From an optimization exercise on the open Yosys and OpenROAD flow, aimed at small area and a short achievable clock period; shortcuts taken in it are not production practice.
The RTL of this run was laid out without a check of its function.
Power figures rest on the tool's default switching activity, not on a simulated workload.

==> flow/design.v <==
module mem_responder #(
  parameter int WORD_SIZE = 16,
  parameter int ADDR_BITS = 8,
  parameter int LATENCY   = 2
) (
  input  logic                 clk,
  input  logic                 reset_n,
  input  logic                 readM,
  input  logic                 writeM,
  input  logic [WORD_SIZE-1:0] address,
  input  logic [WORD_SIZE-1:0] data_in,
  output logic [WORD_SIZE-1:0] data_out,
  output logic                 ready,
  output logic                 error
);
  localparam int RING  = 4;
  localparam int NRING = (1 << ADDR_BITS) / RING;    
  localparam int NTAP  = 2 * NRING;                  
  typedef enum logic [1:0] {
    S_IDLE = 2'd0,
    S_B1   = 2'd1,
    S_B2   = 2'd2,
    S_DONE = 2'd3
  } state_t;
  state_t               state;
  logic                 op_write;
  logic [5:0]           lat_ring;
  logic [1:0]           lat_sn;       
  logic                 lat_pol;      
  logic [WORD_SIZE-1:0] lat_data;
  logic [6:0]           lat_tap;      
  logic [NTAP-1:0]      tap_sel;      
  logic                 rd_late;      
  logic                 ld_tap, ld_hold;
  logic                 pend_valid;
  logic [7:0]           pw_hi, pw_hi_n;    
  logic [7:0]           pw_lo, pw_lo_n;    
  logic [1:0]           pend_sn;
  logic                 pm;                
  logic                 ins_a, ins_b, ins_a_n, ins_b_n;
  logic [WORD_SIZE-1:0] pend_data;
  logic [2:0]           phase;       
  logic [2:0]           phase_p1;    
  logic [WORD_SIZE-1:0] ring [NRING][RING];
  logic [WORD_SIZE-1:0] tap_q;
  logic [WORD_SIZE-1:0] tap_hold;
  logic unused_addr_hi;
  assign unused_addr_hi = ^address[WORD_SIZE-1:ADDR_BITS];
  logic st_idle, accept, conflict, wr_done;
  assign st_idle  = (state == S_IDLE);
  assign accept   = st_idle && (readM ^ writeM);
  assign conflict = st_idle && readM && writeM;
  assign wr_done  = (state == S_B2) && op_write && reset_n;
  logic insert, no_insert;
  assign insert    = ins_a || (ins_b && reset_n);
  assign no_insert = ins_a_n && (ins_b_n || !reset_n);
  always_ff @(posedge clk) begin
    phase    <= phase + 3'd1;
    phase_p1 <= phase + 3'd2;
  end
  logic [WORD_SIZE-1:0] wbus;
  assign wbus = pend_data ^ {WORD_SIZE{phase[2]}};
  for (genvar k = 0; k < NRING; k++) begin : g_ring
    logic ins, ins_n;
    assign ins   = insert && pw_hi[k / 8] && pw_lo[k % 8];
    assign ins_n = no_insert || pw_hi_n[k / 8] || pw_lo_n[k % 8];
    always_ff @(posedge clk) begin
      ring[k][0] <= ~((ring[k][RING-1] | {WORD_SIZE{ins}}) & (wbus | {WORD_SIZE{ins_n}}));
      for (int j = 1; j < RING; j++) ring[k][j] <= ring[k][j-1];
    end
  end
  logic [WORD_SIZE-1:0] ring_tap_n [NRING];        
  logic [WORD_SIZE-1:0] or8 [NRING / 4];           
  logic [WORD_SIZE-1:0] or32_n [NRING / 16];       
  for (genvar k = 0; k < NRING; k++) begin : g_tap
    assign ring_tap_n[k] = ~((ring[k][0] & {WORD_SIZE{tap_sel[2 * k]}}) |
                             (ring[k][2] & {WORD_SIZE{tap_sel[2 * k + 1]}}));
  end
  for (genvar g = 0; g < NRING / 4; g++) begin : g_or8
    for (genvar b = 0; b < WORD_SIZE; b++) begin : g_b
      mem_responder_nand4 u_nand (
        .a(ring_tap_n[4 * g][b]), .b(ring_tap_n[4 * g + 1][b]),
        .c(ring_tap_n[4 * g + 2][b]), .d(ring_tap_n[4 * g + 3][b]),
        .y(or8[g][b])
      );
    end
  end
  for (genvar g = 0; g < NRING / 16; g++) begin : g_or32
    for (genvar b = 0; b < WORD_SIZE; b++) begin : g_b
      mem_responder_nor4 u_nor (
        .a(or8[4 * g][b]), .b(or8[4 * g + 1][b]),
        .c(or8[4 * g + 2][b]), .d(or8[4 * g + 3][b]),
        .y(or32_n[g][b])
      );
    end
  end
  for (genvar b = 0; b < WORD_SIZE; b++) begin : g_or128
    mem_responder_nand4 u_nand (
      .a(or32_n[0][b]), .b(or32_n[1][b]), .c(or32_n[2][b]), .d(or32_n[3][b]),
      .y(tap_q[b])
    );
  end
  logic [WORD_SIZE-1:0] tap_d;
  assign tap_d = tap_q ^ {WORD_SIZE{lat_pol}};
  always_ff @(posedge clk) begin
    tap_hold <= tap_d;
  end
  logic [2:0] pos1;    
  logic [2:0] pos_t;   
  logic [6:0] tap_idx, tap_next;
  logic       c0, c1;
  assign c0      = address[0] & phase_p1[0];
  assign c1      = (address[1] & phase_p1[1]) | (c0 & (address[1] ^ phase_p1[1]));
  assign pos1    = {phase_p1[2] ^ c1, address[1] ^ phase_p1[1] ^ c0, address[0] ^ phase_p1[0]};
  assign pos_t   = {pos1[2] ^ (pos1[1] & pos1[0]), pos1[1] ^ pos1[0], 1'b0};
  assign tap_idx = {address[7:2], pos_t[1]};
  assign tap_next = st_idle ? tap_idx : lat_tap;
  always_ff @(posedge clk) begin
    for (int i = 0; i < NTAP; i++) tap_sel[i] <= (tap_next == 7'(i));
  end
  logic       pend_load;
  logic [1:0] next_phase, next_sn;
  assign pend_load  = (state == S_B1) && op_write;
  assign next_phase = phase[1:0] + 2'd1;
  assign next_sn    = pend_load ? lat_sn : pend_sn;
  logic pm_next, pv_next, ib_next;
  assign pm_next = (next_phase == next_sn);
  assign pv_next = !insert && (wr_done || pend_valid);
  assign ib_next = pm_next && pend_load && reset_n;
  always_ff @(posedge clk) begin
    if (st_idle) begin
      op_write <= writeM;
      lat_ring <= address[7:2];
      lat_sn   <= ~address[1:0];
      lat_data <= data_in;
      rd_late  <= pos1[0];
      lat_pol  <= pos_t[2];
      lat_tap  <= tap_idx;
    end
    if (pend_load) begin
      pend_sn   <= lat_sn;
      pend_data <= lat_data;
      for (int i = 0; i < 8; i++) begin
        pw_hi[i]   <= (lat_ring[5:3] == 3'(i));
        pw_lo[i]   <= (lat_ring[2:0] == 3'(i));
        pw_hi_n[i] <= (lat_ring[5:3] != 3'(i));
        pw_lo_n[i] <= (lat_ring[2:0] != 3'(i));
      end
    end
    pm         <= pm_next;
    pend_valid <= pv_next;
    ins_a      <= pm_next && pv_next;
    ins_a_n    <= !(pm_next && pv_next);
    ins_b      <= ib_next;
    ins_b_n    <= !ib_next;
  end
  always_ff @(posedge clk) begin
    ld_tap  <= reset_n && (state == S_B1) && !op_write && rd_late;
    ld_hold <= reset_n && (state == S_B1) && !op_write && !rd_late;
  end
  always_ff @(posedge clk) begin
    if (!reset_n) begin
      state    <= S_IDLE;
      data_out <= '0;
      ready    <= 1'b0;
      error    <= 1'b0;
    end else begin
      ready <= (state == S_B2);
      error <= conflict;
      if (ld_tap) data_out <= tap_d;
      else if (ld_hold) data_out <= tap_hold;
      case (state)
        S_IDLE: if (accept) state <= S_B1;
                else if (conflict) state <= S_DONE;
        S_B1:   state <= S_B2;
        S_B2:   state <= S_DONE;
        default: if (!readM && !writeM) state <= S_IDLE;
      endcase
    end
  end
endmodule
module mem_responder_nand4 (
  input  logic a, b, c, d,
  output logic y
);
  assign y = ~(a & b & c & d);
endmodule
module mem_responder_nor4 (
  input  logic a, b, c, d,
  output logic y
);
  assign y = ~(a | b | c | d);
endmodule
==> flow/run.sh <==
#!/bin/bash
# synth_recipe.tcl (not shown) runs the flow's synth.tcl, then flattens the netlist and writes it again
# the make line also repeats each setting of config.mk as NAME=value (left out here)
make -C /OpenROAD-flow-scripts/flow DESIGN_CONFIG=/design/flow/config.mk WORK_HOME=/design/flow/orfs CLKGATE_MAP_FILE= SYNTH_SCRIPT=/design/flow/synth_recipe.tcl finish
==> flow/config.mk <==
export PLATFORM = sky130hd
export DESIGN_NAME = mem_responder
export DESIGN_NICKNAME = mem_responder
export VERILOG_FILES = /design/flow/design.v
export SDC_FILE = /design/flow/constraint.sdc
export NUM_CORES = 4
export LEC_CHECK = 0
export CAP_MARGIN = 20
export CORE_MARGIN = 2
export CORE_UTILIZATION = 60
export CTS_BUF_LIST = sky130_fd_sc_hd__clkbuf_16
export CTS_CLUSTER_DIAMETER = 60
export CTS_CLUSTER_SIZE = 25
export PLACE_DENSITY = 0.7
export SETUP_SLACK_MARGIN = 2.5
export SLEW_MARGIN = 20
export SYNTH_HIERARCHICAL = 1
export SYNTH_MINIMUM_KEEP_SIZE = 0
==> flow/constraint.sdc <==
create_clock -name core_clock -period 5.0 [get_ports {clk}]
set_input_delay 1.0000 -clock core_clock [delete_from_list [all_inputs] [get_ports {clk}]]
set_output_delay 1.0000 -clock core_clock [all_outputs]
set_load 0.01 [all_outputs]
==> Flow_metrics.wiki <==
{| class="wikitable"
! Metric !! Value
|-
| P_int || 60000 uW
|-
| Routed length per placed instance || 28.2 um
|-
| Average size of a mapped cell || 14.0 um2
|-
| Worst setup path category || reg -> reg
|-
| Hold Worst Slack || 0.311 ns
|-
| Clock Root Buffer || sky130_fd_sc_hd__clkbuf_16
|-
| Result of the run || complete, no violations
|-
| Number of maximum-capacitance constraint violations || 0
|-
| Largest driver fanout on the critical path || 6
|-
| Number of instances in the synthesized netlist || 7902
|-
| Average via count per standard cell || 6.18
|-
| Number of nets in the layout || 7711
|-
| Required time reported for the critical path endpoint || 5.74 ns
|-
| Core Util, Final || 0.660
|-
| Area growth, synth to finish || 9.18%
|-
| Weighted congestion reported at the end of routability-driven placement || 0.874
|-
| Kind of path behind the tightest hold check || reg -> reg
|-
| Global-route usage over all layers || 0.301
|-
| Worst-case clock skew || 0.0323 ns
|-
| Post-synthesis cell type count || 57
|-
| Clock input transition at the sequential cells of the worst setup and hold paths || 0.09 ns
|-
| Category of the worst setup path capture point || register
|-
| Sinks on Clock Net || 4357
|-
| Seq/Total Area, Yosys || 0.793
|-
| TritonCTS clock tree || built
|-
| Share of total power in combinational logic || 0.128
|-
| Total number of H-tree levels || 4
|-
| Final period util || 0.576
|-
| Nature of the critical path startpoint || register
|-
| Drt first pass iters || 6
|-
| Final global-route overflow total || 0
|-
| Post-route ant nets || 0
|-
| Worst rel slew slack || 0.154
|-
| Switching Share || 0.285
|-
| Wire length reported by the detailed router || 288000 um
|-
| CTS hold repair buffers || 0
|-
| Synthesized cell area || 0.111 mm2
|-
| Switching power || 23900 uW
|-
| Number of nets in the synthesized netlist || 7947
|-
| Number of global-route vias before repair || 64266
|-
| Worst skew pair latency || 0.86 ns
|-
| Most numerous cell in the Yosys netlist || sky130_fd_sc_hd__dfxtp_1
|-
| Register share of total power || 0.653
|-
| Data arrival, critical path || 3.63 ns
|-
| Number of flip-flops and latches in the synthesized netlist || 4357
|-
| Initial detailed-routing violation count || 5938
|-
| Die area || 0.188 mm2
|-
| Starting density of the core || 0.605
|-
| Slew of the pin with the lowest slew margin || 1.27 ns
|-
| Core region area || 0.183 mm2
|-
| # rows || 157
|-
| Estimated wirelength of the detail-placed design || 169000 um
|-
| Total of buffers placed on input and output ports || 45
|-
| # setup viols final || 0
|-
| Synth top area cells || sky130_fd_sc_hd__dfxtp_1 77%, sky130_fd_sc_hd__a22oi_1 6.9%, sky130_fd_sc_hd__o22ai_1 5.8%
|-
| Yosys warnings || 13
|-
| Count of vias placed by the detailed router || 63150
|-
| Worst reg2reg path startpoint || tap_sel[56]$_DFF_P_
|-
| FFs w/ async S/R, synth || 0
|-
| Worst path slowest cell || sky130_fd_sc_hd__nor4_4
|-
| Leakage Power || 0.0463 uW
|-
| Worst setup path start || tap_sel[56]$_DFF_P_
|-
| Upper clock frequency limit || 347 MHz
|-
| IO Count || 54
|-
| Die Width || 434 um
|-
| Library cell occupying the most area in the post-synthesis netlist || sky130_fd_sc_hd__dfxtp_1
|-
| Cell occurring most often along the worst timing path || sky130_fd_sc_hd__nand4_1
|-
| Vert. Die Dim || 434 um
|-
| Proportion of power drawn by the clock network || 0.219
|-
| Maximum buffer depth of the clock tree || 3
|-
| Worst setup slack for register-to-register paths || 2.12 ns
|-
| Clock buffer count from CTS || 203
|-
| Commonest cells in the synthesized netlist || 4282 x sky130_fd_sc_hd__dfxtp_1, 1026 x sky130_fd_sc_hd__o22ai_1, 1024 x sky130_fd_sc_hd__a22oi_1
|-
| Setup_tns || 0 ns
|-
| Crit path largest cell delay || 0.71 ns
|-
| Post-synth EDFFs || 75
|-
| Minimum clock period || 2.88 ns
|-
| Worst Min Path Start || ring[113][12]$_DFF_P_
|-
| Global-route wire length before repair || 422000 um
|-
| Largest voltage drop on the vdd net || 0.446 mV
|-
| Number of hold-slack violations in the final timing report || 0
|-
| RSZ-0062 raised after global routing || true
|-
| Remaining routing DRC violations || 0
|-
| Power per unit of standard cell area || 692 mW/mm2
|-
| Maximum number of pins on one net before global-route repair || 65
|-
| Final-report max-slew violation count || 0
|-
| Main flop type after synthesis || sky130_fd_sc_hd__dfxtp_1
|-
| Post-synth top area share || 0.773
|-
| Cell Chain, Critical Path || buf_12 > buf_6 > a22oi_2 > nand4_1 > nor4_4 > nand4_1 > xor2_2 > o211a_1
|-
| Fraction of layout instances using a drive strength above 1 || 0.115
|-
| Number of antenna violations at the first check in global routing || 21
|}
==> power by group through the flow <==
stage / Combinational, uW / Clock, uW / Sequential [uW]
after floorplan: 5550 / 0 / 52700
after detailed placement: 9330 / 0 / 55000
final: 10800 / 18300 / 54800
after global placement: 9040 / 0 / 54300
after CTS: 10400 / 18500 / 54600
after global routing: 11100 / 19800 / 55900
==> routing by layer <==
layer / part of all wire / global-route usage / vias to the layer above
li1: - / - / 28014
met2: 0.46 / 0.473 / 2638
met5: 0.000059 / 0 / -
met3: 0.079 / 0.0602 / 573
met4: 0.051 / 0.143 / 4
met1: 0.41 / 0.401 / 31921
==> timing repair <==
item	CTS	global route
cloned	1	0
endpoints found under the setup margin	1193	601
pin swaps	96	41
resized for setup	485	60
buffers inserted	101	15
==> sequential cells by signal, summed over array words and instances (netlist names), 3 cells and up <==
signal	flops
data_out	16
lat_data	16
lat_ring	6
lat_tap	7
pend_data	16
phase	3
phase_p1	3
pw_hi	8
pw_hi_n	8
pw_lo	8
pw_lo_n	8
ring	4096
tap_hold	16
tap_sel	128
==> metrics by stage <==
stage	worst slack, ns	power, uW	instance area [um2]	cells
final	2.12	83900	121000	10225
after floorplan	2.34	58200	111000	7902
after CTS	2.19	83400	121000	10189
after detailed placement	1.20	64400	112000	9805
after global routing	2.23	86800	121000	10215
after global placement	1.24	63400	112000	9805
==> path summary, 6_finish.rpt <==
path / endpoint / cells past startpoint
setup / recovery: data_out[2]$_SDFFE_PN0P_ / 8
setup reg to reg: data_out[2]$_SDFFE_PN0P_ / 8
hold reg to reg: ring[114][12]$_DFF_P_ / 0
hold / removal: ring[114][12]$_DFF_P_ / 0
==> modules after synthesis (local to each module, per instance) <==
module | flops+latches | area, um2 | copies in the design | cells inside
mem_responder_nor4 | 0 | 12.5 | 64 | 1
mem_responder_nand4 | 0 | 6.26 | 272 | 1
mem_responder | 4357 | 108000 | 1 | 7566
==> critical path, delay by kind of cell (launching register included) <==
| kind | cells | cell delay (ns) |
|---|---|---|
| AND/OR/NAND/NOR | 3 | 1.40 |
| flip-flops | 1 | 0.42 |
| AO/OA/AOI/OAI | 2 | 0.40 |
| XOR/XNOR | 1 | 0.28 |
| buffers and inverters | 2 | 0.26 |
==> area by class of cell <==
cell class | count | area (um2)
antenna | 18 | 45.0
timing repair buffer | 215 | 2350
multi-input combinational | 2857 | 21400
fill | 12964 | 62300
clock inverter | 78 | 751
inverter | 32 | 124
tap | 2464 | 3080
clock buffer | 204 | 5100
sequential | 4357 | 88300
==> cells by family (layout without fill, tap and decap cells) <==
logic type / Yosys count / after routing / share of synthesized area
multiplexers: 21 / 21 / 0.00194
flip-flops: 4357 / 4357 / 0.793
AND/OR/NAND/NOR: 692 / 692 / 0.0397
XOR/XNOR: 39 / 40 / 0.00450
other: 0 / 18 / 0
buffers and inverters: 689 / 529 / 0.0283
adder cells (fa/ha/maj): 9 / 9 / 0.00108
AO/OA/AOI/OAI: 2095 / 2095 / 0.132
==> placed cells by master (no fill, tap or decap), types with 57 or more instances in the layout <==
| cell | instances |
|---|---|
| sky130_fd_sc_hd__nor2_1 | 87 |
| sky130_fd_sc_hd__buf_4 | 102 |
| sky130_fd_sc_hd__dfxtp_4 | 57 |
| sky130_fd_sc_hd__nand4_1 | 273 |
| sky130_fd_sc_hd__o22ai_1 | 1025 |
| sky130_fd_sc_hd__clkbuf_16 | 204 |
| sky130_fd_sc_hd__dfxtp_1 | 4157 |
| sky130_fd_sc_hd__dfxtp_2 | 68 |
| sky130_fd_sc_hd__edfxtp_1 | 75 |
| sky130_fd_sc_hd__a22oi_1 | 974 |

[static timing again, ports no longer ideal]
The results above use ideal ports. As a check the final layout listed here was re-extracted and re-timed, cells and wires unchanged.
Step 1 sets driving cells, clkbuf_16 on the clock port and buf_2 on the other inputs (assumed; they add their load-dependent delay and slew).
Step 2 adds t to the input delays and takes it off the output delays; t is the mean of the earliest and latest rising clock arrival at the registers after step 1. Input paths then give back, and output paths get back, about the clock's delay inside the block.
Three values: ideal ports, drivers, drivers and shift; two values: the first two.
t (ns): 0.936
slack for setup (ns): 2.119 / 2.119 / 1.634
clock arrival spread, ns: 0.044 / 0.045
After both steps setup and hold are still met in this run. The setup slack of this run moves by 0.000 ns with the drivers and by -0.485 ns with both steps.
